Context: an optimization exercise on an open-source flow, tuned for a short achievable clock period and few clock cycles. The choices shown serve that exercise and are no tape-out recipe.
Where RTL was checked, it was by simulation tests only, not by an equivalence proof against the original.
No functional check of the RTL was part of runs 1, 4 and 5.
Power and IR drop assume default switching activity.

## design/flow/run.sh

```bash
#!/bin/bash
# synth_recipe.tcl (not shown) runs the flow's synth.tcl, then flattens the netlist and writes it again
# the make line also repeats each setting of config.mk as NAME=value (left out here)
make -C /OpenROAD-flow-scripts/flow DESIGN_CONFIG=/design/flow/config.mk WORK_HOME=/design/flow/orfs CLKGATE_MAP_FILE= SYNTH_SCRIPT=/design/flow/synth_recipe.tcl finish
```

## design/flow/config.mk

```make
export PLATFORM = sky130hd
export DESIGN_NAME = cqt_decoder
export DESIGN_NICKNAME = cqt_decoder
export VERILOG_FILES = /design/flow/design.v
export SDC_FILE = /design/flow/constraint.sdc
export NUM_CORES = 4
export LEC_CHECK = 0
export ABC_CLOCK_PERIOD_IN_PS = 2500
export CAP_MARGIN = 20
export CORE_MARGIN = 2
export CORE_UTILIZATION = 40
export SETUP_SLACK_MARGIN = 4.0
export SLEW_MARGIN = 20
export SYNTH_HIERARCHICAL = 1
export SYNTH_MINIMUM_KEEP_SIZE = 0
export TNS_END_PERCENT = 100
```

## design/flow/constraint.sdc

```tcl
create_clock -name core_clock -period 6.0 [get_ports {clk}]
set_input_delay 1.2000 -clock core_clock [delete_from_list [all_inputs] [get_ports {clk}]]
set_output_delay 1.2000 -clock core_clock [all_outputs]
set_load 0.01 [all_outputs]
```

## design/flow/design.v

```verilog
`timescale 1ns/1ps
package cqt_state_pkg;
    typedef enum logic [2:0] {
        IDLE        = 3'd0,   
        CALC        = 3'd1,   
        SPLIT_FLAG  = 3'd2,   
        FORCE_SPLIT = 3'd3,   
        LEAF_CU     = 3'd4,   
        NEXT        = 3'd5,   
        ENDING      = 3'd6    
    } cqt_state_t;
endpackage
`timescale 1ns/1ps
package cqt_syntax_pkg;
    typedef logic [1:0] cqt_depth_t;
    typedef enum logic [1:0] {
        CTX_NONE = 2'd0,
        CTX_ONE  = 2'd1,
        CTX_BOTH = 2'd2
    } split_ctx_t;
endpackage
`timescale 1ns/1ps
module cqt_nand2 (input logic a, input logic b, output logic y);
assign y = ~(a & b);
endmodule
module cqt_nand3 (input logic a, input logic b, input logic c, output logic y);
assign y = ~(a & b & c);
endmodule
module cqt_nand3b (input logic a_n, input logic b, input logic c, output logic y);
assign y = ~(~a_n & b & c);
endmodule
module cqt_nand4 (input logic a, input logic b, input logic c, input logic d, output logic y);
assign y = ~(a & b & c & d);
endmodule
module cqt_a21oi (input logic a1, input logic a2, input logic b1, output logic y);
assign y = ~((a1 & a2) | b1);
endmodule
module cqt_walker (
    input  logic       cqt_start,
    input  logic       bin,
    input  logic       bin_vld,
    input  logic       cu_done,
    input  logic       qreq,       
    input  logic       qcu,        
    input  logic       qdone,      
    input  logic       b1req,      
    input  logic       b1cu,       
    input  logic       b0cu,       
    input  logic       e_req_n,    
    input  logic       e_cu_n,
    input  logic       e_done_n,
    input  logic [2:0] sz_n_n,     
    output logic       dec_run,
    output logic       ctx_addr_vld,
    output logic       cu_start,
    output logic [2:0] cu_log2_size,
    output logic       cqt_done
);
logic r_start, r_cu, r_bin, c_cu, c_bin1, c_bin0, d_cu, s_bin;
cqt_nand2 i_r_start (.a(cqt_start), .b(qreq), .y(r_start));
cqt_nand2 i_r_cu    (.a(cu_done), .b(qreq), .y(r_cu));
cqt_nand3 i_r_bin   (.a(bin_vld), .b(bin), .c(b1req), .y(r_bin));
cqt_nand4 i_r_out   (.a(r_start), .b(r_cu), .c(r_bin), .d(e_req_n), .y(dec_run));
assign ctx_addr_vld = dec_run;
cqt_nand2  i_c_cu   (.a(cu_done), .b(qcu), .y(c_cu));
cqt_nand3  i_c_bin1 (.a(bin_vld), .b(bin), .c(b1cu), .y(c_bin1));
cqt_nand3b i_c_bin0 (.a_n(bin), .b(bin_vld), .c(b0cu), .y(c_bin0));
cqt_nand4  i_c_out  (.a(c_cu), .b(c_bin1), .c(c_bin0), .d(e_cu_n), .y(cu_start));
cqt_nand2 i_d_cu  (.a(cu_done), .b(qdone), .y(d_cu));
cqt_nand2 i_d_out (.a(d_cu), .b(e_done_n), .y(cqt_done));
cqt_nand2 i_s_bin (.a(bin), .b(b1cu), .y(s_bin));
cqt_a21oi i_s2    (.a1(bin), .a2(b1cu), .b1(sz_n_n[2]), .y(cu_log2_size[2]));
cqt_nand2 i_s1    (.a(s_bin), .b(sz_n_n[1]), .y(cu_log2_size[1]));
cqt_nand2 i_s0    (.a(s_bin), .b(sz_n_n[0]), .y(cu_log2_size[0]));
endmodule
`timescale 1ns/1ps
module cqt_decoder (
    input  logic        clk,
    input  logic        rst_n,
    input  logic        cqt_start,
    input  logic [5:0]  ctb_x,
    input  logic [4:0]  ctb_y,
    input  logic [11:0] pic_width,
    input  logic [10:0] pic_height,
    input  logic        bin,
    input  logic        bin_vld,
    input  logic        cu_done,
    output logic        dec_run,
    output logic        ctx_addr_vld,
    output logic [9:0]  ctx_addr,
    output logic        cu_start,
    output logic [11:0] cu_x,
    output logic [10:0] cu_y,
    output logic [2:0]  cu_log2_size,
    output logic        cqt_done
);
function automatic logic [2:0] ctxv(input logic cl, input logic ca);
    ctxv = (cl & ca) ? 3'd4 : ((cl | ca) ? 3'd3 : 3'd2);
endfunction
logic m_idle;     
logic m_pre;      
logic m_fwbin;    
logic m_fwcu;     
logic m_scalc;    
logic m_sact;     
logic m_swbin;    
logic m_swcu;     
logic m_snext;    
logic [1:0]  d, i1, i2, i3;       
logic [2:0]  ctx_r;               
logic [2:0]  ctxc1, ctxc2;        
logic        qreq, qcu, qdone;    
logic        b1req, b1cu, b0cu;   
logic        e_req, e_cu, e_done; 
logic        newpic;
logic        c_out, c_cross;      
logic [1:0]  left_d  [8];
logic [1:0]  above_d [8];
logic [15:0] above_buf [64];      
logic        wr_pend;
logic [15:0] wr_data;
logic [5:0]  cx;
logic [4:0]  cy;
logic        cx_nz, cy_nz;
logic [5:0]  r_wf, r_colsm1;
logic [2:0]  r_wl, r_hl;
logic [4:0]  r_hf, r_rowsm1;
logic [3:0]  r_wu, r_hu;          
logic [63:0] r_lastsel;           
logic        r_nnew, r_nfull, r_nsame, r_ncx_nz, r_ncy_nz;
wire [2:0] sz_n = 3'd6 - {1'b0, d};
cqt_walker i_pulse (
    .cqt_start, .bin, .bin_vld, .cu_done,
    .qreq, .qcu, .qdone, .b1req, .b1cu, .b0cu,
    .e_req_n(~e_req), .e_cu_n(~e_cu), .e_done_n(~e_done),
    .sz_n_n(~sz_n),
    .dec_run, .ctx_addr_vld, .cu_start, .cu_log2_size, .cqt_done
);
assign ctx_addr = {7'd0, ctx_r};
wire [2:0] col_n = {i1[0], i2[0], i3[0]};
wire [2:0] row_n = {i1[1], i2[1], i3[1]};
assign cu_x = {cx, col_n, 3'b000};
assign cu_y = {cy, row_n, 3'b000};
wire [1:0] i1n = i1 + 2'd1;
wire [1:0] i2n = i2 + 2'd1;
wire [1:0] i3n = i3 + 2'd1;
wire sel3   = (d == 2'd3) & (i3 != 2'd3);
wire sel2   = ~sel3 & d[1] & (i2 != 2'd3);
wire sel1   = ~sel3 & ~sel2 & (d != 2'd0) & (i1 != 2'd3);
wire s_done = ~sel3 & ~sel2 & ~sel1;
wire [1:0] s_k  = sel3 ? 2'd3 : (sel2 ? 2'd2 : 2'd1);
wire [1:0] s_i1 = sel1 ? i1n : i1;
wire [1:0] s_i2 = sel2 ? i2n : (sel1 ? 2'd0 : i2);
wire [1:0] s_i3 = sel3 ? i3n : 2'd0;
wire [2:0] row2 = {i1[1], i2n[1], 1'b0};
wire [2:0] col2 = {i1[0], i2n[0], 1'b0};
wire byp2 = (d == 2'd2) & ~i2[0];
wire cl2  = ~byp2 & ((|col2) | cx_nz) & (left_d[row2] == 2'd3);
wire ca2  = ((|row2) | cy_nz) & (above_d[col2] == 2'd3);
wire byp1 = (d == 2'd1) & ~i1[0];
wire [1:0] s_nl = (byp1 | ~(i1n[0] | cx_nz)) ? 2'd0 : (i1n[1] ? left_d[4] : left_d[0]);
wire [1:0] s_na = ~(i1n[1] | cy_nz) ? 2'd0 : (i1n[0] ? above_d[4] : above_d[0]);
wire [2:0] s_ctx  = sel2 ? ctxv(cl2, ca2) : ctxv(s_nl[1], s_na[1]);
wire [2:0] s_ctx1 = ctxv(s_nl == 2'd3, s_na == 2'd3);
wire [3:0] span_n = 4'd8 >> d;
wire [1:0] n_nl = !((|col_n) || cx_nz) ? 2'd0 : left_d[row_n];
wire [1:0] n_na = !((|row_n) || cy_nz) ? 2'd0 : above_d[col_n];
logic [1:0] idx_n;
always_comb begin
    case (d)
        2'd1:    idx_n = i1;
        2'd2:    idx_n = i2;
        2'd3:    idx_n = i3;
        default: idx_n = 2'd0;
    endcase
end
wire [15:0] above_rd = above_buf[1];
logic [1:0] above_next [8];
always_comb
    for (int c = 0; c < 8; c++)
        above_next[c] = r_nsame ? above_d[c] : above_rd[2*c +: 2];
wire [1:0] root_nl = r_ncx_nz ? left_d[0] : 2'd0;
wire [1:0] root_na = r_ncy_nz ? above_next[0] : 2'd0;
wire full_now = (ctb_x < pic_width[11:6]) && (ctb_y < pic_height[10:6]);
wire ev_qreq  = (cqt_start | cu_done) & qreq;            
wire ev_proot = m_pre & e_req;                           
wire ev_bin0  = m_fwbin & bin_vld & ~bin;                
wire ev_bin1  = m_fwbin & bin_vld & bin;                 
wire ev_fcu   = cu_done & qcu;                           
wire ev_fdone = cu_done & qdone;
wire ev_sdone = m_snext & (d == 2'd0);
wire ev_done  = ev_fdone | ev_sdone;
wire s_cu_act = m_sact & ~c_out & (d == 2'd3);
wire s_cu_bin = m_swbin & bin_vld & ~bin;
wire       wr_en = ev_bin0 | (ev_bin1 & (d == 2'd2)) | ev_fcu | s_cu_act | s_cu_bin;
wire       wr_8  = m_fwbin & bin;
wire [1:0] wr_v  = wr_8 ? 2'd3 : d;
wire [2:0] mask_d = {d != 2'd0, d[1], d == 2'd3};
logic [7:0] hit_row, hit_col;
always_comb
    for (int u = 0; u < 8; u++) begin
        hit_row[u] = wr_8 ? (3'(u) == row_n) : (((3'(u) ^ row_n) & mask_d) == 3'd0);
        hit_col[u] = wr_8 ? (3'(u) == col_n) : (((3'(u) ^ col_n) & mask_d) == 3'd0);
    end
always_ff @(posedge clk) begin
    for (int u = 0; u < 8; u++) begin
        if (wr_en && hit_row[u]) left_d[u] <= wr_v;
        if (rst_n && ev_done) above_d[u] <= above_next[u];
        else if (wr_en && hit_col[u]) above_d[u] <= wr_v;
    end
    if (wr_pend)
        for (int k = 0; k < 64; k++)
            above_buf[k] <= r_lastsel[k] ? wr_data : above_buf[(k + 1) % 64];
end
always_ff @(posedge clk) begin
    if (cqt_start) begin
        cx    <= ctb_x;
        cy    <= ctb_y;
        cx_nz <= |ctb_x;
        cy_nz <= |ctb_y;
    end
    r_wf     <= pic_width[11:6];
    r_wl     <= pic_width[5:3];
    r_hf     <= pic_height[10:6];
    r_hl     <= pic_height[5:3];
    r_colsm1 <= pic_width[11:6] - 6'(pic_width[5:0] == 6'd0);
    r_rowsm1 <= pic_height[10:6] - 5'(pic_height[5:0] == 6'd0);
    for (int k = 0; k < 64; k++) r_lastsel[k] <= (r_colsm1 == 6'(k));
    r_wu     <= (cx == r_wf) ? {1'b0, r_wl} : 4'd8;
    r_hu     <= (cy == r_hf) ? {1'b0, r_hl} : 4'd8;
end
logic       lastcol, lastrow;
logic [5:0] ncx;
logic [4:0] ncy;
always_comb begin
    lastcol = (cx >= r_colsm1);
    lastrow = (cy >= r_rowsm1);
    ncx = lastcol ? 6'd0 : cx + 6'd1;
    ncy = lastcol ? (lastrow ? 5'd0 : cy + 5'd1) : cy;
end
always_ff @(posedge clk) begin
    r_nnew   <= lastcol & lastrow;
    r_nfull  <= (ncx < r_wf) && (ncy < r_hf);
    r_nsame  <= (r_colsm1 == 6'd0);
    r_ncx_nz <= |ncx;
    r_ncy_nz <= |ncy;
end
always_ff @(posedge clk) begin
    e_req   <= 1'b0;
    e_cu    <= 1'b0;
    e_done  <= 1'b0;
    wr_pend <= 1'b0;
    if (!rst_n) begin
        m_idle  <= 1'b1;
        m_pre   <= 1'b0;
        m_fwbin <= 1'b0;
        m_fwcu  <= 1'b0;
        m_scalc <= 1'b0;
        m_sact  <= 1'b0;
        m_swbin <= 1'b0;
        m_swcu  <= 1'b0;
        m_snext <= 1'b0;
        d       <= 2'd0;
        i1      <= 2'd0;
        i2      <= 2'd0;
        i3      <= 2'd0;
        ctx_r   <= 3'd2;
        ctxc1   <= 3'd2;
        ctxc2   <= 3'd2;
        qreq    <= 1'b0;
        qcu     <= 1'b0;
        qdone   <= 1'b0;
        b1req   <= 1'b0;
        b1cu    <= 1'b0;
        b0cu    <= 1'b0;
        newpic  <= 1'b1;
    end else if (ev_qreq | ev_proot) begin
        m_idle  <= 1'b0;
        m_pre   <= 1'b0;
        m_fwcu  <= 1'b0;
        m_fwbin <= 1'b1;
        ctx_r   <= ctxc1;
        b1req   <= (d < 2'd2);
        b1cu    <= (d == 2'd2);
        b0cu    <= 1'b1;
        qreq    <= 1'b0;
    end else if (ev_bin0 | ev_fcu) begin
        m_fwbin <= 1'b0;
        m_fwcu  <= 1'b1;
        d       <= s_k;
        i1      <= s_i1;
        i2      <= s_i2;
        i3      <= s_i3;
        ctx_r   <= s_ctx;
        ctxc1   <= s_ctx1;
        qreq    <= ~s_done & ~sel3;
        qcu     <= sel3;
        qdone   <= s_done;
        b1req   <= 1'b0;
        b1cu    <= 1'b0;
        b0cu    <= 1'b0;
    end else if (ev_bin1) begin
        if (d != 2'd2) begin
            d       <= d + 2'd1;
            ctx_r   <= ctxc2;
            ctxc1   <= ctxc2;
            b1req   <= (d == 2'd0);
            b1cu    <= (d == 2'd1);
        end else begin
            m_fwbin <= 1'b0;
            m_fwcu  <= 1'b1;
            d       <= 2'd3;
            i3      <= 2'd1;
            qcu     <= 1'b1;
            b1req   <= 1'b0;
            b1cu    <= 1'b0;
            b0cu    <= 1'b0;
        end
    end else if (ev_done) begin
        m_fwcu  <= 1'b0;
        m_snext <= 1'b0;
        m_idle  <= 1'b1;
        d       <= 2'd0;
        i1      <= 2'd0;
        i2      <= 2'd0;
        i3      <= 2'd0;
        ctx_r   <= ctxv(root_nl != 2'd0, root_na != 2'd0);
        ctxc1   <= ctxv(root_nl[1], root_na[1]);
        ctxc2   <= ctxv(root_nl == 2'd3, root_na == 2'd3);
        qreq    <= ~r_nnew & r_nfull;
        qcu     <= 1'b0;
        qdone   <= 1'b0;
        newpic  <= r_nnew;
        e_done  <= ev_sdone;
        wr_pend <= 1'b1;
        for (int c = 0; c < 8; c++) wr_data[2*c +: 2] <= above_d[c];
    end else begin
        if (m_idle && cqt_start) begin
            m_idle <= 1'b0;
            m_pre  <= 1'b1;
            e_req  <= full_now;
        end
        if (m_pre) begin
            m_pre   <= 1'b0;
            m_scalc <= 1'b1;
        end
        if (m_scalc) begin
            m_scalc <= 1'b0;
            m_sact  <= 1'b1;
            c_out   <= ({1'b0, col_n} >= r_wu) || ({1'b0, row_n} >= r_hu);
            c_cross <= ({1'b0, col_n} + span_n > r_wu) || ({1'b0, row_n} + span_n > r_hu);
            ctx_r   <= ctxv(n_nl > d, n_na > d);
        end
        if (m_sact) begin
            m_sact <= 1'b0;
            if (c_out) begin
                m_snext <= 1'b1;
            end else if (d == 2'd3) begin
                m_swcu <= 1'b1;
                e_cu   <= 1'b1;
            end else if (c_cross) begin
                m_scalc <= 1'b1;
                d       <= d + 2'd1;
            end else begin
                m_swbin <= 1'b1;
                e_req   <= 1'b1;
            end
        end
        if (m_swbin && bin_vld) begin
            m_swbin <= 1'b0;
            if (bin) begin
                m_scalc <= 1'b1;
                d       <= d + 2'd1;
            end else begin
                m_swcu <= 1'b1;
                e_cu   <= 1'b1;
            end
        end
        if (m_swcu && cu_done) begin
            m_swcu  <= 1'b0;
            m_snext <= 1'b1;
        end
        if (m_snext) begin
            case (d)
                2'd1:    i1 <= i1 + 2'd1;
                2'd2:    i2 <= i2 + 2'd1;
                default: i3 <= i3 + 2'd1;
            endcase
            if (idx_n == 2'd3) begin
                d <= d - 2'd1;
            end else begin
                m_snext <= 1'b0;
                m_scalc <= 1'b1;
            end
        end
    end
end
endmodule
```

==> flow_summary.yaml, run 1 <==
logic_synthesis:
  ys.flop_type: "sky130_fd_sc_hd__edfxtp_1"
  yosys_register_bits: 1225
  synth_edf_count: 1087
  yosysMostFrequentCell: "sky130_fd_sc_hd__edfxtp_1"
  synth_common_cells: "1087 x sky130_fd_sc_hd__edfxtp_1, 1025 x sky130_fd_sc_hd__mux2_2, 236 x sky130_fd_sc_hd__clkbuf_1"
  synth.top_cell.area_share_pct: 61.7
  synthArstFlopShare_pct: 0
  largest_area_contributor_in_the_synthesized_netlist: "sky130_fd_sc_hd__edfxtp_1"
  synth_seq_area_share_pct: 67.0
  post_synth.cell_area_avg_um2: 16.0
  syn_area_um2: 52900
  count_of_cell_types_in_the_netlist: 77
  syn-instance-count: 3304
  post_synth_main_area_contributors: "sky130_fd_sc_hd__edfxtp_1 62%, sky130_fd_sc_hd__mux2_2 22%, sky130_fd_sc_hd__dfxtp_1 5.2%"
  ys_warn_count: 11
final_layout:
  finish.net_count: 3520
  drive_above_1_share_pct: 46.6
  antennaDiodeCount: 0
  layout.filler_cells: 11100
  final_area_um2: 61900
  area.growth.synth_to_final_pct: 17.1
  fin_util_pct: 47.2
drt:
  remaining_drc_errors: 0
  wirelength_mm: 111
  num_vias: 27400
  detailedRoute.firstIterationViolations: 2306
  post_drt_via_cell_ratio: 5.21
  number_of_nets_with_antenna_violations_after_detailed_routing: 0
  firstDrtPassIters: 7
  wire_per_inst_um: 21.0
floorplanning:
  die_footprint_um2: 135000
  io-pin-count: 80
  die_h_um: 368
  site_row_count: 133
  core_area_um2: 131000
  width_of_the_die_um: 368
  initial_utilization_pct: 40.3
setup_path:
  critPathSlowestCell: "sky130_fd_sc_hd__dfxtp_4"
  setup.worst_path.class: "flip-flop to primary output"
  worstReg2RegStart: "d[1]$_SDFFE_PN0P_"
  worst_setup_path_start_kind: "flip-flop"
  worst_ep_arrival_time_ns: 1.77
  critical_path_required_ns: 4.80
  critical_path.startpoint: "d[1]$_SDFFE_PN0P_"
  cp-end-kind: "primary output"
  worst_path_largest_cell_delay_ns: 0.39
  timing.critical_path.fanout_max: 2
  timing.critical_path.cells: "clkinvlp_4, ha_4, nand2_2, buf_6"
cts:
  cts.sink_count: 1225
  cts-htree-levels: 3
  postCtsHoldBufs: 0
  clk_path_buf_depth: 3
  clock_buffer_count_from_cts: 121
  clock-root-buffer: "sky130_fd_sc_hd__clkbuf_16"
  clkSlewWorstSetupHoldPaths_ns: 0.07
  clock_latency_ns: 0.74
  clock_tree_from_tritoncts: "done"
timing:
  period_minus_ws_final_ns: 2.97
  finalMaxSlewViolations: 0
  tightestPinTransition_ns: 0.979
  fin_worst_skew_ns: 0.0406
  rsz0062_at_grt: "true"
  clock.fmax_mhz: 336
  timing.final.setup_violations: 0
  whs_ns: 0.428
  final.period_utilization_pct: 49.6
  slew_headroom_pct: 34.6
  setup_slack_ns: 3.03
  finalHoldViolations: 0
status:
  run_status: "finished clean"
placed_design:
  dpl.hpwl_mm: 60.3
  place_area_um2: 55100
  routabilityCongestion: 0.859
  placement.io_buffers: 66
  pre_cts_slack_ns: 1.75
grt:
  grt_start_max_net_pins: 148
  number_of_global_route_vias_before_repair: 27700
  grtUsageTotal_pct: 16.0
  antenna_found_initial: 0
  wire_length_of_the_first_global_routing_pass_mm: 170
  overflow: 0
power_and_ir_drop:
  power.ir.vdd_worst_mv: 0.253
  power_per_cell_area_nw_per_um2: 341
  power.static_leakage_nw: 20.5
  power.total_w: 0.0211
min_path:
  min_path_type: "flip-flop to flip-flop"
  timing.hold.worst.start: "r_wl[0]$_DFF_P_"
run:
  maxCapViolations: 0
worst paths after layout:
check	to	slack, ns	cells past startpoint
max	cu_log2_size[1]	3.03	4
min	r_wu[0]$_SDFF_PP0_	0.43	1
max reg2reg	c_cross$_DFFE_PP_	3.23	12
min reg2reg	r_wu[0]$_SDFF_PP0_	0.43	1
placed cells by master, fill, tap and decap left out, types with 10 or more instances in the layout:
cell type	instances
sky130_fd_sc_hd__a21o_1	10
sky130_fd_sc_hd__a21oi_1	45
sky130_fd_sc_hd__a21oi_2	20
sky130_fd_sc_hd__a31oi_1	10
sky130_fd_sc_hd__buf_12	13
sky130_fd_sc_hd__buf_2	10
sky130_fd_sc_hd__buf_4	112
sky130_fd_sc_hd__buf_6	64
sky130_fd_sc_hd__bufinv_16	16
sky130_fd_sc_hd__clkbuf_1	23
sky130_fd_sc_hd__clkbuf_16	124
sky130_fd_sc_hd__clkbuf_8	17
sky130_fd_sc_hd__clkdlybuf4s50_1	22
sky130_fd_sc_hd__clkinv_1	15
sky130_fd_sc_hd__clkinv_2	24
sky130_fd_sc_hd__conb_1	13
sky130_fd_sc_hd__dfxtp_1	121
sky130_fd_sc_hd__dfxtp_4	10
sky130_fd_sc_hd__edfxtp_1	1087
sky130_fd_sc_hd__ha_1	53
sky130_fd_sc_hd__ha_4	23
sky130_fd_sc_hd__inv_1	56
sky130_fd_sc_hd__mux2_2	1025
sky130_fd_sc_hd__mux2i_1	19
sky130_fd_sc_hd__nand2_1	68
sky130_fd_sc_hd__nand2_2	10
sky130_fd_sc_hd__nand2_4	11
sky130_fd_sc_hd__nand3_1	28
sky130_fd_sc_hd__nand4_1	10
sky130_fd_sc_hd__nor2_1	116
sky130_fd_sc_hd__nor2b_1	13
sky130_fd_sc_hd__o21a_1	16
sky130_fd_sc_hd__o21ai_0	21
sky130_fd_sc_hd__o21ai_1	16
sky130_fd_sc_hd__xnor2_1	14
per-module statistics from Yosys, one instance, submodules excluded:
module / copies in the design / cell area (um2) / flip-flops and latches / cells inside
cqt_nand4: 2 / 6.26 / 0 / 1
cqt_nand3b: 1 / 7.51 / 0 / 1
cqt_decoder: 1 / 52800 / 1225 / 3289
cqt_nand3: 2 / 5.00 / 0 / 1
cqt_nand2: 8 / 3.75 / 0 / 1
cqt_a21oi: 1 / 8.76 / 0 / 1
cqt_walker: 1 / 7.51 / 0 / 1
state kept, by name, indices dropped and copies added (netlist names), 3 cells and up:
signal	count
r_hu	4
cx	6
cy	5
r_wu	4
r_wl	3
r_colsm1	6
above_buf	1024
left_d	16
r_lastsel	64
r_rowsm1	5
ctx_r	3
r_hl	3
r_hf	5
ctxc1	3
ctxc2	3
r_wf	6
wr_data	16
above_d	16
critical path, delay by kind of cell, from the launching register on:
family | cells | cell delay (ns)
buffers and inverters | 2 | 0.28
and+or+nand+nor | 1 | 0.05
DFF | 1 | 0.39
adders and majority gates | 1 | 0.32
what timing repair did:
action	CTS	global route
buffers inserted	81	63
endpoints found under the setup margin	862	289
pin swaps	37	77
resized for setup	338	172
gates cloned	3	4
cells by family (layout without fill, tap and decap cells):
logic type      count (synthesis)  after routing  share of synthesized area, %
compound gates                224            224                          2.78
xor+xnor                       26             26                         0.431
fa+ha+maj                      81             81                          1.95
buf+inv                       355            543                          2.66
flops                        1225           1225                          67.0
mux                          1045           1045                          22.2
other cells                     1             13                       0.00709
simple gates                  347            348                          2.98
where the power goes:
group | internal (W) | switching [W] | leakage (nW) | total, W
clock | 0.00464 | 0.00329 | 2.05 | 0.00793
combinational | 0.00125 | 0.00160 | 7.54 | 0.00285
sequential | 0.0101 | 0.000286 | 10.9 | 0.0104
final cells by class:
cell class / instances / area [um2] / share of cell area, %
Tap cell: 1755 / 2200 / 3.55
Clock buffer: 162 / 3370 / 5.45
Inverter: 69 / 292 / 0.471
Sequential cell: 1225 / 35500 / 57.3
Clock inverter: 67 / 792 / 1.28
Timing Repair Buffer: 245 / 2560 / 4.13
Multi-Input combinational cell: 1737 / 17300 / 27.9
per-layer routing:
| layer | global-route usage [%] | vias to the layer above | routed length, um |
|---|---|---|---|
| met5 | 0 | - | 0 |
| met4 | 4.86 | 0 | 3270 |
| met3 | 2.54 | 188 | 4370 |
| met2 | 25.1 | 506 | 51400 |
| met1 | 22.7 | 14100 | 51700 |
| li1 | - | 12600 | - |
through the flow:
| stage | TNS [ns] | std cells |
|---|---|---|
| 3_3_place_gp | 0 | 4880 |
| 2_1_floorplan | -1776.68 | 3316 |
| 6_report | 0 | 5260 |
| 4_1_cts | 0 | 5193 |
| 5_1_grt | 0 | 5260 |
| 3_5_place_dp | 0 | 4880 |
==> inputs of run 2 (changes only) <==
--- a/design/flow/design.v
+++ b/design/flow/design.v
@@ -108,6 +108,7 @@
 logic m_snext;    
 logic [1:0]  d, i1, i2, i3;       
 logic [2:0]  ctx_r;               
+logic [2:0]  szn_r;               
 logic [2:0]  ctxc1, ctxc2;        
 logic        qreq, qcu, qdone;    
 logic        b1req, b1cu, b0cu;   
@@ -128,12 +129,11 @@
 logic [3:0]  r_wu, r_hu;          
 logic [63:0] r_lastsel;           
 logic        r_nnew, r_nfull, r_nsame, r_ncx_nz, r_ncy_nz;
-wire [2:0] sz_n = 3'd6 - {1'b0, d};
 cqt_walker i_pulse (
     .cqt_start, .bin, .bin_vld, .cu_done,
     .qreq, .qcu, .qdone, .b1req, .b1cu, .b0cu,
     .e_req_n(~e_req), .e_cu_n(~e_cu), .e_done_n(~e_done),
-    .sz_n_n(~sz_n),
+    .sz_n_n(szn_r),
     .dec_run, .ctx_addr_vld, .cu_start, .cu_log2_size, .cqt_done
 );
 assign ctx_addr = {7'd0, ctx_r};
@@ -162,7 +162,7 @@
 wire [1:0] s_na = ~(i1n[1] | cy_nz) ? 2'd0 : (i1n[0] ? above_d[4] : above_d[0]);
 wire [2:0] s_ctx  = sel2 ? ctxv(cl2, ca2) : ctxv(s_nl[1], s_na[1]);
 wire [2:0] s_ctx1 = ctxv(s_nl == 2'd3, s_na == 2'd3);
-wire [3:0] span_n = 4'd8 >> d;
+wire [2:0] low_n = 3'd7 >> d;    
 wire [1:0] n_nl = !((|col_n) || cx_nz) ? 2'd0 : left_d[row_n];
 wire [1:0] n_na = !((|row_n) || cy_nz) ? 2'd0 : above_d[col_n];
 logic [1:0] idx_n;
@@ -240,7 +240,8 @@
 end
 always_ff @(posedge clk) begin
     r_nnew   <= lastcol & lastrow;
-    r_nfull  <= (ncx < r_wf) && (ncy < r_hf);
+    r_nfull  <= lastcol ? ((r_wf != 6'd0) && (lastrow ? (r_hf != 5'd0) : (cy + 5'd1 < r_hf)))
+                        : ((cx + 6'd1 < r_wf) && (cy < r_hf));
     r_nsame  <= (r_colsm1 == 6'd0);
     r_ncx_nz <= |ncx;
     r_ncy_nz <= |ncy;
@@ -261,6 +262,7 @@
         m_swcu  <= 1'b0;
         m_snext <= 1'b0;
         d       <= 2'd0;
+        szn_r   <= ~(3'd6 - {1'b0, 2'd0});
         i1      <= 2'd0;
         i2      <= 2'd0;
         i3      <= 2'd0;
@@ -288,6 +290,7 @@
         m_fwbin <= 1'b0;
         m_fwcu  <= 1'b1;
         d       <= s_k;
+        szn_r   <= ~(3'd6 - {1'b0, s_k});
         i1      <= s_i1;
         i2      <= s_i2;
         i3      <= s_i3;
@@ -302,6 +305,7 @@
     end else if (ev_bin1) begin
         if (d != 2'd2) begin
             d       <= d + 2'd1;
+            szn_r   <= ~(3'd6 - {1'b0, d + 2'd1});
             ctx_r   <= ctxc2;
             ctxc1   <= ctxc2;
             b1req   <= (d == 2'd0);
@@ -310,6 +314,7 @@
             m_fwbin <= 1'b0;
             m_fwcu  <= 1'b1;
             d       <= 2'd3;
+            szn_r   <= ~(3'd6 - {1'b0, 2'd3});
             i3      <= 2'd1;
             qcu     <= 1'b1;
             b1req   <= 1'b0;
@@ -321,6 +326,7 @@
         m_snext <= 1'b0;
         m_idle  <= 1'b1;
         d       <= 2'd0;
+        szn_r   <= ~(3'd6 - {1'b0, 2'd0});
         i1      <= 2'd0;
         i2      <= 2'd0;
         i3      <= 2'd0;
@@ -348,7 +354,7 @@
             m_scalc <= 1'b0;
             m_sact  <= 1'b1;
             c_out   <= ({1'b0, col_n} >= r_wu) || ({1'b0, row_n} >= r_hu);
-            c_cross <= ({1'b0, col_n} + span_n > r_wu) || ({1'b0, row_n} + span_n > r_hu);
+            c_cross <= ({1'b0, col_n | low_n} >= r_wu) || ({1'b0, row_n | low_n} >= r_hu);
             ctx_r   <= ctxv(n_nl > d, n_na > d);
         end
         if (m_sact) begin
@@ -361,6 +367,7 @@
             end else if (c_cross) begin
                 m_scalc <= 1'b1;
                 d       <= d + 2'd1;
+                szn_r   <= ~(3'd6 - {1'b0, d + 2'd1});
             end else begin
                 m_swbin <= 1'b1;
                 e_req   <= 1'b1;
@@ -371,6 +378,7 @@
             if (bin) begin
                 m_scalc <= 1'b1;
                 d       <= d + 2'd1;
+                szn_r   <= ~(3'd6 - {1'b0, d + 2'd1});
             end else begin
                 m_swcu <= 1'b1;
                 e_cu   <= 1'b1;
@@ -388,6 +396,7 @@
             endcase
             if (idx_n == 2'd3) begin
                 d <= d - 2'd1;
+                szn_r   <= ~(3'd6 - {1'b0, d - 2'd1});
             end else begin
                 m_snext <= 1'b0;
                 m_scalc <= 1'b1;
--- a/design/flow/config.mk
+++ b/design/flow/config.mk
@@ -8,7 +8,7 @@
 export ABC_CLOCK_PERIOD_IN_PS = 2500
 export CAP_MARGIN = 20
 export CORE_MARGIN = 2
-export CORE_UTILIZATION = 40
+export CORE_UTILIZATION = 65
 export SETUP_SLACK_MARGIN = 4.0
 export SLEW_MARGIN = 20
 export SYNTH_HIERARCHICAL = 1
==> run 2 against run 1 <==
Against the previous run: still clean; non-clock buffer count decreased by 37; via count increased by 2.8%; global-route usage increased by 11 points; routed wire length increased by 2.8%; maximum frequency increased by 3.7%; first-iteration DRC count decreased by 1.4%; clock-buffer cell count decreased by 2; design area decreased by 2.3%; combinational power increased by 7.7%; largest cell class unchanged.
==> flow_summary.yaml, run 2 <==
placed_design:
  pre_cts_slack_ns: 1.67
  placement.io_buffers: 66
  dpl.hpwl_mm: 63.0
  place_area_um2: 54300
  dp.cells: 4183
  routabilityCongestion: 0.883
timing:
  timing.setup.tns_ns: 0
  finalMaxSlewViolations: 0
  timing.final.setup_violations: 0
  finalHoldViolations: 0
  setup_slack_ns: 3.13
  whs_ns: 0.427
  period_minus_ws_final_ns: 2.87
  tightestPinTransition_ns: 0.970
  clock.fmax_mhz: 348
  final.period_utilization_pct: 47.8
  rsz0062_at_grt: "true"
  slew_headroom_pct: 35.2
  fin_worst_skew_ns: 0.0214
setup_path:
  cp-end-kind: "primary output"
  setup.worst_path.class: "input pin to primary output"
  timing.critical_path.fanout_max: 5
  critical_path_required_ns: 4.80
  worst_ep_arrival_time_ns: 1.67
  worst_setup_path_start_kind: "input pin"
final_layout:
  seqCellArea_um2: 35500
  area.growth.synth_to_final_pct: 14.3
  finish.net_count: 3471
  layout.cells.most_common_list: "1087 x sky130_fd_sc_hd__edfxtp_1, 1025 x sky130_fd_sc_hd__mux2_2, 127 x sky130_fd_sc_hd__dfxtp_1"
  mostFrequentLayoutCell: "sky130_fd_sc_hd__edfxtp_1"
  largest_registers: "above_buf x1024, r_lastsel x64"
  largest_register_ff_count: 1024
  drive_above_1_share_pct: 45.1
  regMostFlops: "above_buf"
  antennaDiodeCount: 0
  combined_area_of_the_multi_input_logic_cells_um2: 17100
  final_area_um2: 60500
  layout.filler_cells: 4672
  post_layout_nonfiller_instances: 4520
logic_synthesis:
  synthArstFlopShare_pct: 0
  synth_top_family_by_area: "multiplexers"
  ys.flop_type: "sky130_fd_sc_hd__edfxtp_1"
  synth-compound-area-share_pct: 2.86
  count_of_cell_types_in_the_netlist: 69
  syn-instance-count: 3304
  yosysMostFrequentCell: "sky130_fd_sc_hd__edfxtp_1"
  ys_warn_count: 11
  synth_seq_area_share_pct: 67.0
  synth_edf_count: 1087
  synth_mux_area_share_pct: 22.2
  synthXorXnorAreaFrac_pct: 0.331
  post_synth_main_area_contributors: "sky130_fd_sc_hd__edfxtp_1 62%, sky130_fd_sc_hd__mux2_2 22%, sky130_fd_sc_hd__dfxtp_1 5.3%"
  synth_common_cells: "1087 x sky130_fd_sc_hd__edfxtp_1, 1026 x sky130_fd_sc_hd__mux2_2, 240 x sky130_fd_sc_hd__clkbuf_1"
  synth-simple-area-share_pct: 3.12
  largest_area_contributor_in_the_synthesized_netlist: "sky130_fd_sc_hd__edfxtp_1"
  yosys.area_share.adder_pct: 1.82
  syn_area_um2: 52900
  synth.top_cell.area_share_pct: 61.7
  post_synth.cell_area_avg_um2: 16.0
  yosys_register_bits: 1228
drt:
  post_drt_via_cell_ratio: 6.23
  num_vias: 28200
  remaining_drc_errors: 0
  number_of_nets_with_antenna_violations_after_detailed_routing: 0
  firstDrtPassIters: 6
  wirelength_mm: 114
  wire_per_inst_um: 25.2
  detailedRoute.firstIterationViolations: 2273
grt:
  wire_length_of_the_first_global_routing_pass_mm: 170
  antenna_found_initial: 1
  grtUsageTotal_pct: 26.8
  overflow: 0
  grt_start_max_net_pins: 211
  number_of_global_route_vias_before_repair: 28400
cts:
  clock_buffer_count_from_cts: 120
  clk_path_buf_depth: 3
  clock_tree_from_tritoncts: "done"
  cts.sink_count: 1228
  clkSlewWorstSetupHoldPaths_ns: 0.06
  clock-root-buffer: "sky130_fd_sc_hd__clkbuf_16"
  clock_latency_ns: 0.69
  cts-htree-levels: 3
floorplanning:
  core_area_um2: 80500
  io-pin-count: 80
  width_of_the_die_um: 289
  die_footprint_um2: 83700
  site_row_count: 104
  initial_utilization_pct: 65.7
  die_h_um: 289
power_and_ir_drop:
  power.static_leakage_nw: 20.2
  power.ir.vdd_worst_mv: 0.340
  power_per_cell_area_nw_per_um2: 350
status:
  run_status: "finished clean"
min_path:
  min_path_type: "flip-flop to flip-flop"
run:
  maxCapViolations: 0
## run 2: worst paths after layout
path                                          from                    end  slack (ns)  depth (start not counted)
worst min-delay path               r_wl[2]$_DFF_P_     r_wu[2]$_SDFF_PP0_        0.43                          1
worst max register to register  i3[1]$_SDFFE_PN0P_  ctx_r[0]$_SDFFE_PN0P_        3.25                         15
worst min register to register     r_wl[2]$_DFF_P_     r_wu[2]$_SDFF_PP0_        0.43                          1
worst max-delay path                       cu_done                dec_run        3.13                          4
## run 2: stage by stage
| stage | power [W] | util (%) |
|---|---|---|
| finish | 0.0211 | 75.1 |
| global route | 0.0219 | 75.1 |
| CTS | 0.0209 | 74.1 |
| detailed placement | 0.0131 | 67.4 |
| global placement | 0.0130 | 67.3 |
| floorplan | 0.0125 | - |
## run 2: per-module statistics from Yosys (local to each module, per instance)
module | flip-flops and latches | area, um2 | times used | cells
cqt_nand3 | 0 | 5.00 | 2 | 1
cqt_walker | 0 | 7.51 | 1 | 1
cqt_a21oi | 0 | 8.76 | 1 | 1
cqt_nand4 | 0 | 6.26 | 2 | 1
cqt_nand3b | 0 | 7.51 | 1 | 1
cqt_decoder | 1228 | 52800 | 1 | 3289
cqt_nand2 | 0 | 3.75 | 8 | 1
## run 2: final cells by class
cell class | instances | share of cell area [%]
Tap cell | 1060 | 2.19
Timing Repair Buffer | 208 | 3.80
Inverter | 63 | 0.430
Clock buffer | 160 | 5.52
Sequential cell | 1228 | 58.7
Clock inverter | 68 | 1.08
Multi-Input combinational cell | 1733 | 28.3
## run 2: layer usage
metal / part of all wire (%) / vias up / GRT usage, %
met1: 44 / 14600 / 38.7
li1: - / 12600 / -
met5: 0.0079 / - / 0
met2: 48 / 812 / 42.4
met4: 2.7 / 2 / 7.56
met3: 5.7 / 205 / 4.78
## run 2: cells by family (layout without fill, tap and decap cells)
family | count (synthesis) | count (layout)
mux | 1043 | 1043
other cells | 1 | 13
compound gates | 229 | 229
simple gates | 351 | 351
fa+ha+maj | 77 | 77
xor+xnor | 20 | 20
flops | 1228 | 1228
buf+inv | 355 | 499
## run 2: worst max-delay path, cell delays in order
cell and delay (ns):
sky130_fd_sc_hd__buf_12 0.11, sky130_fd_sc_hd__nand2_4 0.05, sky130_fd_sc_hd__nand4_1 0.13, sky130_fd_sc_hd__buf_2 0.17
## run 2: where the power goes
part | switching, W | internal, W | total (W)
Combinational | 0.00177 | 0.00130 | 0.00307
Clock | 0.00320 | 0.00434 | 0.00754
Sequential | 0.000332 | 0.0102 | 0.0105
## run 2: timing repair
item	CTS	global route
hold buffers	0	0
endpoints found under the setup margin	913	629
setup buffers	74	29
pin swaps	53	32
gates resized for setup	348	108
gates cloned	4	2
Testbench counts of run 2, summed over its fixed seeds: cycles 8,561.
==> inputs of run 3 (changes only) <==
--- a/design/flow/config.mk
+++ b/design/flow/config.mk
@@ -8,7 +8,7 @@
 export ABC_CLOCK_PERIOD_IN_PS = 2500
 export CAP_MARGIN = 20
 export CORE_MARGIN = 2
-export CORE_UTILIZATION = 65
+export CORE_UTILIZATION = 40
 export SETUP_SLACK_MARGIN = 4.0
 export SLEW_MARGIN = 20
 export SYNTH_HIERARCHICAL = 1
==> run 3 against run 2 <==
Against the previous run: still clean on timing, DRC and antenna; sequential cell count unchanged; synthesized cell count unchanged; register-to-register slack worse by 0.02 ns; combinational power about the same; clock skew up 0.0038 ns; hold slack worse by 0.0010 ns; largest cell class unchanged; highest routed layer is now met4.
==> flow_summary.yaml, run 3 <==
cts:
  clock_latency_ns: 0.75
  cts-htree-levels: 4
  clock-root-buffer: "sky130_fd_sc_hd__clkbuf_16"
  clkSlewWorstSetupHoldPaths_ns: 0.06
  cts.sink_count: 1228
  clock_tree_from_tritoncts: "done"
  clock_buffer_count_from_cts: 134
  postCtsHoldBufs: 0
  clk_path_buf_depth: 3
timing:
  timing.setup.tns_ns: 0
  period_minus_ws_final_ns: 2.86
  timing.final.setup_violations: 0
  rsz0062_at_grt: "true"
  tightestPinTransition_ns: 0.952
  clock.fmax_mhz: 350
  slew_headroom_pct: 36.5
  final.period_utilization_pct: 47.6
  fin_worst_skew_ns: 0.0252
  whs_ns: 0.426
  finalHoldViolations: 0
  finalMaxSlewViolations: 0
logic_synthesis:
  ys_warn_count: 11
  synth_common_cells: "1087 x sky130_fd_sc_hd__edfxtp_1, 1026 x sky130_fd_sc_hd__mux2_2, 240 x sky130_fd_sc_hd__clkbuf_1"
  largest_area_contributor_in_the_synthesized_netlist: "sky130_fd_sc_hd__edfxtp_1"
  count_of_cell_types_in_the_netlist: 69
  post_synth_main_area_contributors: "sky130_fd_sc_hd__edfxtp_1 62%, sky130_fd_sc_hd__mux2_2 22%, sky130_fd_sc_hd__dfxtp_1 5.3%"
  post_synth.cell_area_avg_um2: 16.0
  yosysMostFrequentCell: "sky130_fd_sc_hd__edfxtp_1"
  yosys_register_bits: 1228
  syn_area_um2: 52900
  ys.flop_type: "sky130_fd_sc_hd__edfxtp_1"
  synthArstFlopShare_pct: 0
  synth_seq_area_share_pct: 67.0
  synth_edf_count: 1087
  syn-instance-count: 3304
  synth.top_cell.area_share_pct: 61.7
grt:
  globalRouteMet2Util_pct: 24.9
  grt.met3_usage_pct: 3.23
  grt_start_max_net_pins: 153
  grtUsageTotal_pct: 16.1
  antenna_found_initial: 1
  number_of_global_route_vias_before_repair: 28200
  overflow: 0
  wire_length_of_the_first_global_routing_pass_mm: 170
  grt_most_used_layer: "met2"
  met1_usage_pct: 22.9
final_layout:
  largest_registers: "above_buf x1024, r_lastsel x64"
  finish.net_count: 3479
  regMostFlops: "above_buf"
  fin_util_pct: 46.7
  drive_above_1_share_pct: 44.6
  antennaDiodeCount: 0
  layout.cells.most_common_list: "1087 x sky130_fd_sc_hd__edfxtp_1, 1025 x sky130_fd_sc_hd__mux2_2, 141 x sky130_fd_sc_hd__clkbuf_16"
  largest_register_ff_count: 1024
  area.growth.synth_to_final_pct: 15.9
  post_layout_nonfiller_instances: 5218
  layout.filler_cells: 11300
  mostFrequentLayoutCell: "sky130_fd_sc_hd__edfxtp_1"
power_and_ir_drop:
  power.static_leakage_nw: 20.2
  power_per_cell_area_nw_per_um2: 352
  power.ir.vdd_worst_mv: 0.323
  power.total_w: 0.0216
floorplanning:
  die_footprint_um2: 135000
  core_area_um2: 131000
  io-pin-count: 80
  initial_utilization_pct: 40.3
  site_row_count: 133
  width_of_the_die_um: 368
  die_h_um: 368
status:
  run_status: "finished clean"
setup_path:
  timing.critical_path.cells: "buf_12, nand3b_1, nand4_1, buf_2"
  critical_path_required_ns: 4.80
  worst-path-buf-inv: 2
  setup.worst_path.class: "input pin to primary output"
  critPathTopFamily: "buffers and inverters"
  timing.critical_path.fanout_max: 6
  worst_path_largest_cell_delay_ns: 0.14
  worst_ep_arrival_time_ns: 1.66
  critPathSlowestCell: "sky130_fd_sc_hd__nand3b_1"
  cp-end-kind: "primary output"
  worst_setup_path_start_kind: "input pin"
placed_design:
  dp.cells: 4876
  routabilityCongestion: 0.824
  dpl.hpwl_mm: 60.4
  placement.io_buffers: 66
drt:
  detailedRoute.firstIterationViolations: 2162
  number_of_nets_with_antenna_violations_after_detailed_routing: 0
  firstDrtPassIters: 5
  remaining_drc_errors: 0
  wirelength_mm: 109
  num_vias: 27400
  wire_per_inst_um: 21.0
  post_drt_via_cell_ratio: 5.25
run:
  maxCapViolations: 0
min_path:
  min_path_type: "flip-flop to flip-flop"
[run 3: power by group]
| part | switching, W | total (W) | internal [W] |
|---|---|---|---|
| Sequential | 0.000303 | 0.0105 | 0.0102 |
| Clock | 0.00335 | 0.00804 | 0.00469 |
| Combinational | 0.00173 | 0.00305 | 0.00132 |
| Total | 0.00538 | 0.0216 | 0.0162 |
[run 3: metrics by stage]
step | instance area, um2 | setup slack [ns]
after floorplan | 53200 | -1.74
after global placement | 55100 | 1.84
after detailed placement | 55100 | 1.88
after CTS | 60700 | 3.14
after global routing | 61300 | 3.13
final | 61300 | 3.14
[run 3: cell families (layout without fill, tap and decap cells)]
family / Yosys count / after routing / share of synthesized area (%)
adder cells (fa/ha/maj): 77 / 77 / 1.82
AND/OR/NAND/NOR: 351 / 351 / 3.12
other: 1 / 13 / 0.00709
flip-flops: 1228 / 1228 / 67.0
XOR/XNOR: 20 / 20 / 0.331
AO/OA/AOI/OAI: 229 / 230 / 2.86
buffers and inverters: 355 / 501 / 2.66
multiplexers: 1043 / 1043 / 22.2
[run 3: worst paths after layout]
check / start / end / slack, ns / depth (start not counted)
max reg2reg: i3[0]$_SDFFE_PN0P_ / ctx_r[0]$_SDFFE_PN0P_ / 3.23 / 13
min: r_wl[2]$_DFF_P_ / r_wu[2]$_SDFF_PP0_ / 0.43 / 1
max: bin / cu_start / 3.14 / 4
min reg2reg: r_wl[2]$_DFF_P_ / r_wu[2]$_SDFF_PP0_ / 0.43 / 1
[run 3: area by class of cell]
| type | count | area (um2) | share of cell area, % |
|---|---|---|---|
| clock buffer | 183 | 3750 | 6.12 |
| inverter | 63 | 249 | 0.406 |
| multi-input combinational | 1734 | 17100 | 27.8 |
| tap | 1755 | 2200 | 3.58 |
| timing repair buffer | 201 | 2080 | 3.39 |
| clock inverter | 54 | 500 | 0.816 |
| sequential | 1228 | 35500 | 57.9 |
[run 3: modules after synthesis (local to each module, per instance)]
module | times used | cells inside | flip-flops and latches | cell area [um2]
cqt_nand3b | 1 | 1 | 0 | 7.51
cqt_nand4 | 2 | 1 | 0 | 6.26
cqt_a21oi | 1 | 1 | 0 | 8.76
cqt_nand3 | 2 | 1 | 0 | 5.00
cqt_nand2 | 8 | 1 | 0 | 3.75
cqt_walker | 1 | 1 | 0 | 7.51
cqt_decoder | 1 | 3289 | 1228 | 52800
[run 3: per-layer routing]
metal	vias to the layer above	share of wire, %
met5	-	0
met4	0	2.2
met3	158	4.5
met2	540	47
met1	14100	47
li1	12600	-
[run 3: timing repair]
action,in CTS,in global routing
endpoints found under the setup margin,1048,452
resized for setup,341,69
cloned,4,2
buffers inserted,74,25
pin swaps,67,38
==> inputs of run 4 (changes only) <==
--- a/design/flow/design.v
+++ b/design/flow/design.v
@@ -29,9 +29,6 @@
 module cqt_nand3b (input logic a_n, input logic b, input logic c, output logic y);
 assign y = ~(~a_n & b & c);
 endmodule
-module cqt_nand4 (input logic a, input logic b, input logic c, input logic d, output logic y);
-assign y = ~(a & b & c & d);
-endmodule
 module cqt_a21oi (input logic a1, input logic a2, input logic b1, output logic y);
 assign y = ~((a1 & a2) | b1);
 endmodule
@@ -58,14 +55,14 @@
 );
 logic r_start, r_cu, r_bin, c_cu, c_bin1, c_bin0, d_cu, s_bin;
 cqt_nand2 i_r_start (.a(cqt_start), .b(qreq), .y(r_start));
-cqt_nand2 i_r_cu    (.a(cu_done), .b(qreq), .y(r_cu));
+cqt_a21oi i_r_cu    (.a1(cu_done), .a2(qreq), .b1(~e_req_n), .y(r_cu));
 cqt_nand3 i_r_bin   (.a(bin_vld), .b(bin), .c(b1req), .y(r_bin));
-cqt_nand4 i_r_out   (.a(r_start), .b(r_cu), .c(r_bin), .d(e_req_n), .y(dec_run));
+cqt_nand3 i_r_out   (.a(r_start), .b(r_cu), .c(r_bin), .y(dec_run));
 assign ctx_addr_vld = dec_run;
-cqt_nand2  i_c_cu   (.a(cu_done), .b(qcu), .y(c_cu));
+cqt_a21oi  i_c_cu   (.a1(cu_done), .a2(qcu), .b1(~e_cu_n), .y(c_cu));
 cqt_nand3  i_c_bin1 (.a(bin_vld), .b(bin), .c(b1cu), .y(c_bin1));
 cqt_nand3b i_c_bin0 (.a_n(bin), .b(bin_vld), .c(b0cu), .y(c_bin0));
-cqt_nand4  i_c_out  (.a(c_cu), .b(c_bin1), .c(c_bin0), .d(e_cu_n), .y(cu_start));
+cqt_nand3  i_c_out  (.a(c_cu), .b(c_bin1), .c(c_bin0), .y(cu_start));
 cqt_nand2 i_d_cu  (.a(cu_done), .b(qdone), .y(d_cu));
 cqt_nand2 i_d_out (.a(d_cu), .b(e_done_n), .y(cqt_done));
 cqt_nand2 i_s_bin (.a(bin), .b(b1cu), .y(s_bin));
==> run 4 against run 3 <==
Against the previous run: still clean; hold slack improved by 0.00059 ns; combinational power up 12%; critical path depth increased by 1; critical path type unchanged; critical endpoint is now ctx_addr_vld; largest power group unchanged; highest routed layer unchanged.
==> flow_summary.yaml, run 4 <==
final_layout:
  fin_util_pct: 47.2
  combined_area_of_the_multi_input_logic_cells_um2: 17400
  seqCellArea_um2: 35500
  layout.filler_cells: 11300
  finish.net_count: 3524
  mostFrequentLayoutCell: "sky130_fd_sc_hd__edfxtp_1"
  largest_register_ff_count: 1024
  antennaDiodeCount: 0
  area.growth.synth_to_final_pct: 17.2
  largest_registers: "above_buf x1024, r_lastsel x64"
  layout.cells.most_common_list: "1087 x sky130_fd_sc_hd__edfxtp_1, 1025 x sky130_fd_sc_hd__mux2_2, 140 x sky130_fd_sc_hd__clkbuf_16"
  post_layout_nonfiller_instances: 5257
  regMostFlops: "above_buf"
  drive_above_1_share_pct: 47.0
placed_design:
  dp.cells: 4883
  dpl.hpwl_mm: 60.8
  routabilityCongestion: 0.827
  placement.io_buffers: 66
timing:
  clock.fmax_mhz: 347
  tightestPinTransition_ns: 1.15
  timing.setup.tns_ns: 0
  final.period_utilization_pct: 48.0
  fin_worst_skew_ns: 0.0239
  finalMaxSlewViolations: 0
  timing.final.setup_violations: 0
  rsz0062_at_grt: "true"
  period_minus_ws_final_ns: 2.88
  whs_ns: 0.427
  slew_headroom_pct: 23.4
  finalHoldViolations: 0
power_and_ir_drop:
  power_per_cell_area_nw_per_um2: 352
  clkPwrFrac_pct: 36.3
  switchingPower_w: 0.00547
  combPwrFrac_pct: 15.6
  power_switching_share_pct: 25.0
  power.ir.vdd_worst_mv: 0.273
  power.static_leakage_nw: 20.5
  power.sequential.fraction_pct: 48.1
  power.total_w: 0.0219
  internal_power_w: 0.0164
run:
  maxCapViolations: 0
drt:
  wirelength_mm: 110
  firstDrtPassIters: 6
  wire_per_inst_um: 21.0
  detailroute.wirelength.met2_mm: 51.2
  post_drt_via_cell_ratio: 5.25
  detailedRoute.firstIterationViolations: 2203
  remaining_drc_errors: 0
  topRoutingLayerUsed: "met4"
  wl_met1_mm: 51.4
  number_of_nets_with_antenna_violations_after_detailed_routing: 0
  detailroute.wirelength.met3_mm: 5.37
  num_vias: 27600
cts:
  postCtsHoldBufs: 0
  cts-htree-levels: 4
  clock_tree_from_tritoncts: "done"
  clock-root-buffer: "sky130_fd_sc_hd__clkbuf_16"
  clk_path_buf_depth: 3
  clock_latency_ns: 0.74
  clkSlewWorstSetupHoldPaths_ns: 0.05
  cts.sink_count: 1228
  clock_buffer_count_from_cts: 134
logic_synthesis:
  yosysMostFrequentCell: "sky130_fd_sc_hd__edfxtp_1"
  post_synth.cell_area_avg_um2: 16.0
  synth_common_cells: "1087 x sky130_fd_sc_hd__edfxtp_1, 1026 x sky130_fd_sc_hd__mux2_2, 240 x sky130_fd_sc_hd__clkbuf_1"
  synth.top_cell.area_share_pct: 61.7
  synth-simple-area-share_pct: 3.10
  yosys_register_bits: 1228
  synth_top_family_by_area: "multiplexers"
  synth_edf_count: 1087
  synthArstFlopShare_pct: 0
  ys_warn_count: 11
  synth_mux_area_share_pct: 22.2
  synthXorXnorAreaFrac_pct: 0.331
  syn_area_um2: 52900
  yosys.area_share.adder_pct: 1.82
  largest_area_contributor_in_the_synthesized_netlist: "sky130_fd_sc_hd__edfxtp_1"
  post_synth_main_area_contributors: "sky130_fd_sc_hd__edfxtp_1 62%, sky130_fd_sc_hd__mux2_2 22%, sky130_fd_sc_hd__dfxtp_1 5.3%"
  syn-instance-count: 3306
  ys.flop_type: "sky130_fd_sc_hd__edfxtp_1"
  synth_seq_area_share_pct: 67.0
  synth-compound-area-share_pct: 2.89
  count_of_cell_types_in_the_netlist: 69
grt:
  number_of_global_route_vias_before_repair: 28000
  grt_start_max_net_pins: 181
  grtUsageTotal_pct: 16.1
  wire_length_of_the_first_global_routing_pass_mm: 171
  antenna_found_initial: 1
  overflow: 0
setup_path:
  worst_ep_arrival_time_ns: 1.68
  timing.critical_path.fanout_max: 2
  critical_path_required_ns: 4.80
  setup.worst_path.class: "input pin to primary output"
  ff2ff_path_depth: 14
  worst_setup_path_start_kind: "input pin"
  worst_r2r_endpoint: "ctx_r[0]$_SDFFE_PN0P_"
  cp-end-kind: "primary output"
  critical_path.startpoint: "cqt_start"
  worstReg2RegStart: "i3[1]$_SDFFE_PN0P_"
  crit_end: "ctx_addr_vld"
  worst-r2r-setup-slack_ns: 3.26
floorplanning:
  die_h_um: 368
  width_of_the_die_um: 368
  die_footprint_um2: 135000
  initial_utilization_pct: 40.3
  io-pin-count: 80
  site_row_count: 133
  core_area_um2: 131000
status:
  run_status: "finished clean"
min_path:
  min_path_type: "flip-flop to flip-flop"
==> run 4: cell types whose count changed after synthesis, sizes merged <==
cell / before / now
a21oi: 58 / 60
inv: 62 / 64
nand2: 96 / 94
nand3: 36 / 38
nand4: 6 / 4
==> run 4: worst max-delay path, cell delays in order <==
cell	delay (ns)
sky130_fd_sc_hd__buf_6	0.10
sky130_fd_sc_hd__buf_12	0.12
sky130_fd_sc_hd__nand2_4	0.07
sky130_fd_sc_hd__nand3_4	0.07
sky130_fd_sc_hd__buf_6	0.12
==> run 4: what timing repair did <==
item | 4_1_cts | 5_1_grt
pin swaps | 75 | 73
setup endpoints to repair | 929 | 578
hold endpoints to repair | 0 | 0
cloned | 2 | 1
resized for setup | 389 | 156
setup buffers | 94 | 46
==> run 4: final cells by class <==
cell class / count / share of cell area, %
Clock buffer: 178 / 6.02
Clock inverter: 53 / 0.712
Inverter: 65 / 0.427
Multi-Input combinational cell: 1733 / 28.1
Sequential cell: 1228 / 57.2
Tap cell: 1755 / 3.54
Timing Repair Buffer: 245 / 3.96
==> run 4: power groups by stage <==
stage	logic, W	registers [W]	clock network, W
floorplan	0.00152	0.0110	0
global placement	0.00237	0.0107	0
detailed placement	0.00239	0.0107	0
CTS	0.00295	0.0105	0.00815
global route	0.00368	0.0106	0.00846
finish	0.00342	0.0105	0.00794
==> run 4: kinds of logic (layout without fill, tap and decap cells) <==
| kind of cell | Yosys count | after routing |
|---|---|---|
| compound gates | 231 | 231 |
| xor+xnor | 20 | 20 |
| fa+ha+maj | 77 | 77 |
| buf+inv | 357 | 541 |
| flops | 1228 | 1228 |
| mux | 1043 | 1043 |
| other cells | 1 | 13 |
| simple gates | 349 | 349 |
==> run 4: worst min-delay path by stage <==
stage	from	endpoint	slack [ns]	cells after the start
2_1_floorplan	r_hl[0]$_DFF_P_	r_hu[0]$_SDFF_PN0_	0.41	1
3_3_place_gp	r_wl[2]$_DFF_P_	r_wu[2]$_SDFF_PP0_	0.41	1
3_5_place_dp	r_hl[2]$_DFF_P_	r_hu[2]$_SDFF_PN0_	0.42	1
4_1_cts	r_hl[2]$_DFF_P_	r_hu[2]$_SDFF_PN0_	0.43	1
5_1_grt	r_hl[2]$_DFF_P_	r_hu[2]$_SDFF_PN0_	0.45	1
6_report	r_hl[2]$_DFF_P_	r_hu[2]$_SDFF_PN0_	0.43	1
==> run 4: modules after synthesis (local to each module, per instance) <==
module       cell area, um2  copies in the design
cqt_decoder           52800                     1
cqt_nand2              3.75                     6
cqt_nand3              5.00                     4
cqt_walker             15.0                     1
cqt_nand3b             7.51                     1
cqt_a21oi              8.76                     3
==> run 4: stage by stage <==
step                      cell area (um2)  setup WS [ns]
after floorplan                     53200          -1.74
after global placement              55100           1.91
after detailed placement            55100           1.90
after CTS                           60900           3.12
after global routing                62000           3.11
final                               62000           3.12
==> run 4: layer usage <==
metal	vias to the layer above	GRT usage, %
met3	190	3.13
met4	0	4.56
met5	-	0
met1	14200	22.8
li1	12600	-
met2	565	25.2
==> inputs of run 5 (changes only) <==
--- a/design/flow/config.mk
+++ b/design/flow/config.mk
@@ -5,11 +5,12 @@
 export SDC_FILE = /design/flow/constraint.sdc
 export NUM_CORES = 4
 export LEC_CHECK = 0
-export ABC_CLOCK_PERIOD_IN_PS = 2500
+export ABC_CLOCK_PERIOD_IN_PS = 1500
 export CAP_MARGIN = 20
 export CORE_MARGIN = 2
 export CORE_UTILIZATION = 40
-export SETUP_SLACK_MARGIN = 4.0
+export GPL_TIMING_DRIVEN = 1
+export SETUP_SLACK_MARGIN = 5.0
 export SLEW_MARGIN = 20
 export SYNTH_HIERARCHICAL = 1
 export SYNTH_MINIMUM_KEEP_SIZE = 0
==> run 5 against run 4 <==
Against the previous run: maximum frequency grew 0.18%; total power up 14%; sequential power about the same; clock power grew 2.6%; first-iteration DRC count up 75%; clock skew is 0.0074 ns higher; combinational power grew 84%; largest cell class unchanged.
==> flow_summary.yaml, run 5 <==
floorplanning:
  io-pin-count: 80
  core_area_um2: 131000
  width_of_the_die_um: 368
  site_row_count: 133
  die_h_um: 368
  initial_utilization_pct: 40.3
  die_footprint_um2: 135000
logic_synthesis:
  synth-simple-area-share_pct: 3.10
  synth_mux_area_share_pct: 22.2
  yosys_register_bits: 1228
  yosys.area_share.adder_pct: 1.82
  post_synth_main_area_contributors: "sky130_fd_sc_hd__edfxtp_1 62%, sky130_fd_sc_hd__mux2_2 22%, sky130_fd_sc_hd__dfxtp_1 5.3%"
  ys_warn_count: 11
  largest_area_contributor_in_the_synthesized_netlist: "sky130_fd_sc_hd__edfxtp_1"
  syn-instance-count: 3306
  synth_common_cells: "1087 x sky130_fd_sc_hd__edfxtp_1, 1026 x sky130_fd_sc_hd__mux2_2, 240 x sky130_fd_sc_hd__clkbuf_1"
  synthArstFlopShare_pct: 0
  synthXorXnorAreaFrac_pct: 0.331
  syn_area_um2: 52900
  synth-compound-area-share_pct: 2.89
  yosysMostFrequentCell: "sky130_fd_sc_hd__edfxtp_1"
  post_synth.cell_area_avg_um2: 16.0
  synth_seq_area_share_pct: 67.0
  synth_edf_count: 1087
  ys.flop_type: "sky130_fd_sc_hd__edfxtp_1"
  synth.top_cell.area_share_pct: 61.7
  count_of_cell_types_in_the_netlist: 69
  synth_top_family_by_area: "multiplexers"
setup_path:
  setup.worst_path.class: "input pin to primary output"
  critical_path_required_ns: 4.80
  worst_setup_path_start_kind: "input pin"
  timing.critical_path.fanout_max: 2
  cp-end-kind: "primary output"
  worst_ep_arrival_time_ns: 1.67
placed_design:
  dp.cells: 4883
  placement.io_buffers: 66
  place_area_um2: 55100
  dpl.hpwl_mm: 60.8
  routabilityCongestion: 0.827
power_and_ir_drop:
  switchingPower_w: 0.00671
  power.sequential.fraction_pct: 42.2
  combPwrFrac_pct: 25.2
  power_per_cell_area_nw_per_um2: 318
  power.ir.vdd_worst_mv: 0.331
  power.static_leakage_nw: 29.0
  power_switching_share_pct: 26.9
  internal_power_w: 0.0183
  clkPwrFrac_pct: 32.6
timing:
  clock.fmax_mhz: 348
  timing.final.setup_violations: 0
  fin_worst_skew_ns: 0.0312
  final.period_utilization_pct: 47.9
  period_minus_ws_final_ns: 2.87
  rsz0062_at_grt: "true"
  tightestPinTransition_ns: 0.867
  finalMaxSlewViolations: 0
  finalHoldViolations: 0
  slew_headroom_pct: 41.8
  whs_ns: 0.427
final_layout:
  final_area_um2: 78700
  regMostFlops: "above_buf"
  largest_registers: "above_buf x1024, r_lastsel x64"
  finish.net_count: 4097
  layout.cells.most_common_list: "1087 x sky130_fd_sc_hd__edfxtp_1, 874 x sky130_fd_sc_hd__mux2_4, 238 x sky130_fd_sc_hd__buf_16"
  fin_util_pct: 59.8
  layout.filler_cells: 9125
  mostFrequentLayoutCell: "sky130_fd_sc_hd__edfxtp_1"
  post_layout_nonfiller_instances: 5831
  drive_above_1_share_pct: 59.6
  area.growth.synth_to_final_pct: 48.6
  largest_register_ff_count: 1024
cts:
  clock-root-buffer: "sky130_fd_sc_hd__clkbuf_16"
  clock_latency_ns: 0.77
  clkSlewWorstSetupHoldPaths_ns: 0.05
  clock_buffer_count_from_cts: 134
  clk_path_buf_depth: 3
  clock_tree_from_tritoncts: "done"
  cts.sink_count: 1228
  cts-htree-levels: 4
grt:
  antenna_found_initial: 7
  wire_length_of_the_first_global_routing_pass_mm: 225
  number_of_global_route_vias_before_repair: 32000
  overflow: 0
  grt_start_max_net_pins: 65
  grtUsageTotal_pct: 22.5
drt:
  remaining_drc_errors: 0
  wirelength_mm: 183
  detailedRoute.firstIterationViolations: 3849
  firstDrtPassIters: 6
  num_vias: 33800
  post_drt_via_cell_ratio: 5.80
  number_of_nets_with_antenna_violations_after_detailed_routing: 0
  wire_per_inst_um: 31.4
min_path:
  min_path_type: "flip-flop to flip-flop"
run:
  maxCapViolations: 0
status:
  run_status: "finished clean"
## run 5: logic make-up (layout without fill, tap and decap cells)
logic type,Yosys count,in the layout
and+or+nand+nor,349,350
other,1,14
xor gates and xnor gates,20,20
AOI/OAI and AO/OA,231,231
muxes,1043,1043
buffers and inverters,357,1113
DFF,1228,1228
adders and majority gates,77,77
## run 5: path summary, 6_finish.rpt
check / from / endpoint / slack, ns / cells after the start
setup / recovery: cqt_start / ctx_addr_vld / 3.13 / 5
hold / removal: r_hl[2]$_DFF_P_ / r_hu[2]$_SDFF_PN0_ / 0.43 / 1
setup reg to reg: i2[0]$_SDFFE_PN0P_ / ctx_r[0]$_SDFFE_PN0P_ / 3.18 / 9
hold reg to reg: r_hl[2]$_DFF_P_ / r_hu[2]$_SDFF_PN0_ / 0.43 / 1
## run 5: worst max-delay path, cell delays in order
cell and delay [ns]:
sky130_fd_sc_hd__buf_6 0.10, sky130_fd_sc_hd__buf_12 0.12, sky130_fd_sc_hd__nand2_4 0.06, sky130_fd_sc_hd__nand3_4 0.07, sky130_fd_sc_hd__buf_6 0.12
## run 5: power groups by stage
stage                     combinational, W  sequential, W  clock [W]
final                              0.00629         0.0105    0.00815
after global routing               0.00651         0.0106    0.00852
after floorplan                    0.00152         0.0110          0
after CTS                          0.00519         0.0105    0.00815
after detailed placement           0.00239         0.0107          0
after global placement             0.00237         0.0107          0
## run 5: modules after synthesis, one instance, submodules excluded
module / area (um2) / flops+latches
cqt_a21oi: 8.76 / 0
cqt_decoder: 52800 / 1228
cqt_nand2: 3.75 / 0
cqt_nand3: 5.00 / 0
cqt_nand3b: 7.51 / 0
cqt_walker: 15.0 / 0
## run 5: repair_timing
item | in CTS | in global routing
gates cloned | 208 | 64
hold buffers | 0 | 0
resized for setup | 1660 | 875
setup endpoints to repair | 2316 | 2299
pin swaps | 147 | 99
setup buffers | 339 | 105
## run 5: area by class of cell
class | instances | area, um2 | share of cell area [%]
Sequential cell | 1228 | 35800 | 45.5
Multi-Input combinational cell | 1734 | 21600 | 27.5
Timing Repair Buffer | 817 | 14600 | 18.6
Clock buffer | 178 | 3740 | 4.75
Tap cell | 1755 | 2200 | 2.79
Clock inverter | 53 | 442 | 0.562
Inverter | 65 | 273 | 0.347
Antenna cell | 1 | 2.50 | 0.00318
## run 5: metrics by stage
stage	power, W	setup slack [ns]	setup TNS, ns
final	0.0250	3.13	0
after global placement	0.0131	1.91	0
after floorplan	0.0125	-1.74	-1776.68
after CTS	0.0238	3.12	0
after global routing	0.0256	3.11	0
after detailed placement	0.0131	1.90	0
## run 5: metal layers
layer	share of wire [%]	up-vias	GRT usage (%)
met1	40	17900	31.4
met4	4.5	0	6.51
li1	-	13900	-
met3	9.5	375	4.10
met5	0	-	0
met2	46	1641	35.8

-- port drivers added, routing unchanged --
In the flow no input, the clock included, has a driving cell. The finished layouts below were timed again as built, in two steps.
Step 1 assumes that a clkbuf_16 drives the clock port and a buf_2 every other input.
Step 2 moves the port delays by t, midway between the first and last clock arrival at a register: inputs arrive t later, outputs are due t later. That takes back most of the time a late clock gives input paths.
Three values: ideal, step 1, step 2; two values: the first two.
run | shift t [ns] | setup slack, ns | slew at the worst register clock pin (ns)
run 1 | 0.795 | 3.025 / 2.949 / 2.887 | 0.07 / 0.07
run 2 | 0.745 | 3.130 / 3.079 / 2.742 | 0.07 / 0.07
run 3 | 0.812 | 3.144 / 3.090 / 2.856 | 0.06 / 0.06
run 4 | 0.800 | 3.121 / 3.079 / 2.991 | 0.06 / 0.06
run 5 | 0.835 | 3.126 / 3.092 / 2.783 | 0.07 / 0.07
After both steps setup and hold are still met in every run listed. The setup slack of run 2, which loses most, moves by -0.051 ns with the drivers and by -0.388 ns with both steps.
